This design comes from an exercise in tuning for small area, a short achievable clock period and few clock cycles per item on the open sky130 flow, not from production work. The RTL was checked by simulation tests, not by an equivalence proof against the original design. Power is estimated from default activity; no workload was simulated.

== the previous run ==
Design uniform_grid_derivative, start of the top module:
module uniform_grid_derivative
(
    input  wire logic                       i_clk,
    input  wire logic                       i_rst_n,
    input  wire logic                       i_cfg_wr_en,
    input  wire logic [ugd_pkg::TOL_W-1:0]           i_cfg_wr_data,
    input  wire logic                       i_in_valid,
    output logic                            o_in_ready,
    input  wire logic signed [ugd_pkg::SAMPLE_W-1:0] i_voltage_sample,
    input  wire logic signed [ugd_pkg::SAMPLE_W-1:0] i_current_sample,
    input  wire logic                       i_sequence_end,
    output logic                            o_out_valid,
    input  wire logic                       i_out_ready,
    output logic signed [ugd_pkg::SAMPLE_W-1:0]      o_derivative,
    output logic [ugd_pkg::ERR_W-1:0]                o_error_code,
    output logic                            o_run_last
);
Size: roughly 1800 cells after synthesis, roughly 120 I/O pins.
clock: 7.0 ns
lec_check: 0
abc_clock_period_in_ps: 2500
cap_margin: 20
core_margin: 2
core_utilization: 40
slew_margin: 20
run.sh (not shown) runs the stock make flow with config.mk's settings and CLKGATE_MAP_FILE= SYNTH_SCRIPT=/design/flow/synth_recipe.tcl, a recipe that flattens the netlist after the stock synthesis.
The previous run completed every stage of the flow, and the final layout passed the timing, design-rule and antenna checks.
Testbench counts of the previous run, summed over its fixed seeds: cycles 106,914, items 3,235.
Input changes introduced in the current run (baseline for comparison: the previous run):
- removing ABC_CLOCK_PERIOD_IN_PS (formerly 2500)
## What came out
Reported for the previous run and the current run, final period demand of the worst path turned out identical to the last digit.
The fraction of power consumed by the clock network was comparable across the previous run and the current run.
On met1 track demand over resource in global routing, the previous run and the current run are neck and neck.
Summary of the current run over the previous run: area after synthesis held steady, worst setup slack after placement neither gained nor lost much.

---

== garnet ==
Another version of the RTL of uniform_grid_derivative (not shown whole).
Size: about 2300 cells after synthesis, ~120 I/O pins, about 22000 um^2 of cells after synthesis.
Settings: LEC_CHECK=0, CAP_MARGIN=20, CORE_MARGIN=2, CORE_UTILIZATION=60, SETUP_SLACK_MARGIN=2.4, SLEW_MARGIN=20, SYNTH_HIERARCHICAL=1; clock period 7.0 ns.
garnet ended with every stage complete and zero timing, DRC or antenna violations.
Testbench counts of garnet, summed over its fixed seeds: cycles 39,783, items 3,235.
Input changes introduced in willow (baseline for comparison: garnet):
# garnet
export LEC_CHECK = 0
export CAP_MARGIN = 20
export CORE_MARGIN = 2
export CORE_UTILIZATION = 60
export SETUP_SLACK_MARGIN = 2.4
export SLEW_MARGIN = 20
export SYNTH_HIERARCHICAL = 1
create_clock -name core_clock -period 7.0 [get_ports {i_clk}]
# willow
export LEC_CHECK = 0
export CAP_MARGIN = 20
export CORE_MARGIN = 2
export CORE_UTILIZATION = 60
export SETUP_SLACK_MARGIN = 2.25
export SLEW_MARGIN = 20
export SYNTH_HIERARCHICAL = 1
export TNS_END_PERCENT = 10
create_clock -name core_clock -period 7.0 [get_ports {i_clk}]
==> results.txt <==
- When the final numbers for garnet and willow were put side by side, the minimum setup slack in the final design turned out to be smaller in willow.
- For fraction of area in clock buffers and inverters, willow and garnet come out practically identical.
- Changes observed in willow relative to garnet: global-route wire length before repair -1.9%, via count fell 1.3%.
- garnet ended up with i_voltage_sample[6] as its startpoint of the worst setup timing path; willow ended up with i_voltage_sample[4].
- Number of clock buffers in the layout is higher on garnet
- willow vs. garnet: final standard cell area without fillers now sits lower, instance count after placement with tap cells included now sits at about the same level, number of non-clock buffers in the layout now sits higher.
Relative to willow, the following input files were edited for xenon:
# willow
export LEC_CHECK = 0
export CAP_MARGIN = 20
export CORE_MARGIN = 2
export CORE_UTILIZATION = 60
export SETUP_SLACK_MARGIN = 2.25
export SLEW_MARGIN = 20
export SYNTH_HIERARCHICAL = 1
export TNS_END_PERCENT = 10
create_clock -name core_clock -period 7.0 [get_ports {i_clk}]
# xenon
export LEC_CHECK = 0
export CAP_MARGIN = 20
export CORE_MARGIN = 2
export CORE_UTILIZATION = 60
export SETUP_SLACK_MARGIN = 3.0
export SLEW_MARGIN = 20
export SYNTH_HIERARCHICAL = 1
create_clock -name core_clock -period 7.0 [get_ports {i_clk}]
Findings:
On xenon: sequential share of cell area is 3.3 points lower than what willow gave.
Per the comparison of xenon with willow, actual slew at the worst max-slew pin down 140 ps; area of placed instances rose 1.8%; layout-stage area growth over the synthesis result moved up.
The cell-internal power number comes out lower for willow vs xenon.
Max setup slack across willow and xenon: xenon
Of willow and xenon, the higher post-route worst hold slack belongs to xenon.
Across willow and xenon, none had a timing, DRC or antenna violation.
Compared xenon vs willow, and non-clock buffer count is up in xenon.
xenon against willow: final critical path time including I/O delays and setup shows a reduction of 290 ps; fraction of area in non-clock buffers rose by 4.3 points.
Modified inputs, yarrow compared to xenon
# xenon
export LEC_CHECK = 0
export CAP_MARGIN = 20
export CORE_MARGIN = 2
export CORE_UTILIZATION = 60
export SETUP_SLACK_MARGIN = 3.0
export SLEW_MARGIN = 20
export SYNTH_HIERARCHICAL = 1
create_clock -name core_clock -period 7.0 [get_ports {i_clk}]
# yarrow
export LEC_CHECK = 0
export CAP_MARGIN = 20
export CORE_MARGIN = 2
export CORE_UTILIZATION = 60
export SETUP_SLACK_MARGIN = 2.5
export SLEW_MARGIN = 20
export SYNTH_HIERARCHICAL = 1
export TNS_END_PERCENT = 10
create_clock -name core_clock -period 7.0 [get_ports {i_clk}]
[summary]
Instance count after placement with tap cells included up 20 in yarrow wrt xenon. Between xenon and yarrow, utilization decreased. Diff xenon -> yarrow | clock-buffer cell count | up by a little under 10%. Diff xenon..yarrow | synthesized instance count | unchanged. Compare xenon and yarrow | multi-input gate share of the layout cell area higher: yarrow. Between xenon and yarrow, the flip-flop and latch count figures differ only marginally.
Relative to yarrow, the following input files were edited for tundra:
# yarrow
export LEC_CHECK = 0
export CAP_MARGIN = 20
export CORE_MARGIN = 2
export CORE_UTILIZATION = 60
export SETUP_SLACK_MARGIN = 2.5
export SLEW_MARGIN = 20
export SYNTH_HIERARCHICAL = 1
export TNS_END_PERCENT = 10
create_clock -name core_clock -period 7.0 [get_ports {i_clk}]
# tundra
export LEC_CHECK = 0
export CAP_MARGIN = 20
export CORE_MARGIN = 2
export CORE_UTILIZATION = 60
export SETUP_SLACK_MARGIN = 2.25
export SLEW_MARGIN = 20
export SYNTH_HIERARCHICAL = 1
create_clock -name core_clock -period 7.0 [get_ports {i_clk}]
### Flow results
- Relative to yarrow, switching part of the total decreased by 0.59 points in tundra.
- Switching power total, yarrow and tundra: lower on tundra
- yarrow and tundra ended up with nearly the same number of placed instances, taps included.
- Worst hold-check slack: tundra vs yarrow up 5.9 ps
- Buffering overhead, yarrow and tundra: smaller value in tundra
- Total buffers and inverters traversed by the critical path: tundra vs yarrow down 3
Setup changes, tundra to fjord
# tundra
export LEC_CHECK = 0
export CAP_MARGIN = 20
export CORE_MARGIN = 2
export CORE_UTILIZATION = 60
export SETUP_SLACK_MARGIN = 2.25
export SLEW_MARGIN = 20
export SYNTH_HIERARCHICAL = 1
create_clock -name core_clock -period 7.0 [get_ports {i_clk}]
# fjord
export LEC_CHECK = 0
export CAP_MARGIN = 20
export CORE_MARGIN = 2
export CORE_UTILIZATION = 60
export SETUP_SLACK_MARGIN = 2.0
export SLEW_MARGIN = 20
export SYNTH_HIERARCHICAL = 1
create_clock -name core_clock -period 7.0 [get_ports {i_clk}]
Notes after the runs:
- fjord finished every step from synthesis to the final layout, and the layout passed the timing, design-rule and antenna checks.
- Changes observed in fjord relative to tundra: routed via count divided by cell count went up; post-place setup slack went down; total of fill cells in the finished design went up; first-pass GRT wire length did not really move.
- r_rem[20] as the capturing instance or port of the critical path was reported by fjord, and r_rem[16] by tundra.
- Compared tundra against fjord; average wire per standard cell within noise.

---

## before
Another version of the RTL of uniform_grid_derivative (not shown whole).
Size: ~2100 cells after synthesis, about 290 flip-flops, roughly 120 I/O pins.
==> flow/design.v (excerpt) <==
module uniform_grid_derivative
(
    input  wire logic                       i_clk,
    input  wire logic                       i_rst_n,
    input  wire logic                       i_cfg_wr_en,
    input  wire logic [ugd_pkg::TOL_W-1:0]           i_cfg_wr_data,
    input  wire logic                       i_in_valid,
    output logic                            o_in_ready,
    input  wire logic signed [ugd_pkg::SAMPLE_W-1:0] i_voltage_sample,
    input  wire logic signed [ugd_pkg::SAMPLE_W-1:0] i_current_sample,
    input  wire logic                       i_sequence_end,
    output logic                            o_out_valid,
    input  wire logic                       i_out_ready,
    output logic signed [ugd_pkg::SAMPLE_W-1:0]      o_derivative,
    output logic [ugd_pkg::ERR_W-1:0]                o_error_code,
    output logic                            o_run_last
);
export LEC_CHECK = 0
export CAP_MARGIN = 20
export CORE_MARGIN = 2
export CORE_UTILIZATION = 60
export SETUP_SLACK_MARGIN = 2.5
export SLEW_MARGIN = 20
export SYNTH_HIERARCHICAL = 1
create_clock -name core_clock -period 7.0 [get_ports {i_clk}]
before ended with every stage complete and zero timing, DRC or antenna violations.
Testbench counts of before, summed over its fixed seeds: cycles 43,827, items 3,235.
Here is what was changed in the inputs of after compared with before.
# before
export LEC_CHECK = 0
export CAP_MARGIN = 20
export CORE_MARGIN = 2
export CORE_UTILIZATION = 60
export SETUP_SLACK_MARGIN = 2.5
export SLEW_MARGIN = 20
export SYNTH_HIERARCHICAL = 1
create_clock -name core_clock -period 7.0 [get_ports {i_clk}]
# after
export LEC_CHECK = 0
export CAP_MARGIN = 20
export CORE_MARGIN = 2
export CORE_UTILIZATION = 60
export SETUP_SLACK_MARGIN = 3.5
export SLEW_MARGIN = 20
export SYNTH_HIERARCHICAL = 1
create_clock -name core_clock -period 7.0 [get_ports {i_clk}]
Findings:
- after finished every step from synthesis to the final layout, and the layout passed the timing, design-rule and antenna checks.
- Combined area of the multi-input logic cells for after is higher than for before.
- Compared with before, in after minimum clock period lost 0.067 ns; wire length ~0 delta.

-- afterwards: timing with drivers on the ports --
The results above use ideal ports. As a check the final layouts listed here were re-extracted and re-timed, cells and wires unchanged.
Step 1 (the two cells are an assumption about what drives the block):
set clk [get_ports {i_clk}]
set_driving_cell -lib_cell sky130_fd_sc_hd__clkbuf_16 $clk
set_driving_cell -lib_cell sky130_fd_sc_hd__buf_2 [delete_from_list [all_inputs] $clk]
Step 2 adds t to the input delays and takes it off the output delays; t is the mean of the earliest and latest rising clock arrival at the registers after step 1. Input paths then give back, and output paths get back, about the clock's delay inside the block.
Slacks: ideal / step 1 / step 2; pairs: ideal / step 1.
run | t, ns | setup WS [ns] | latest minus earliest clock arrival (ns) | worst data-port slew with drivers (ns) | pins driven straight from the clock port
the previous run | 0.639 | 0.825 / 0.825 / 0.811 | 0.017 / 0.017 | 0.06 | 1
the current run | 0.639 | 0.825 / 0.825 / 0.811 | 0.017 / 0.017 | 0.06 | 1
garnet | 0.651 | 2.454 / 2.456 / 1.836 | 0.022 / 0.023 | 0.06 | 1
willow | 0.645 | 2.306 / 2.340 / 1.694 | 0.026 / 0.025 | 0.05 | 1
xenon | 0.654 | 2.596 / 2.596 / 2.076 | 0.028 / 0.028 | 0.05 | 1
yarrow | 0.633 | 2.466 / 2.466 / 1.872 | 0.017 / 0.017 | 0.05 | 1
tundra | 0.645 | 2.370 / 2.405 / 1.760 | 0.024 / 0.024 | 0.05 | 1
fjord | 0.661 | 2.104 / 2.137 / 1.476 | 0.022 / 0.022 | 0.06 | 1
before | 0.615 | 2.243 / 2.250 / 1.665 | 0.022 / 0.022 | 0.06 | 1
after | 0.637 | 2.311 / 2.311 / 1.785 | 0.025 / 0.025 | 0.05 | 1
After both steps setup and hold are still met in every run listed. The setup slack of fjord, which loses most, moves by +0.033 ns with the drivers and by -0.628 ns with both steps.
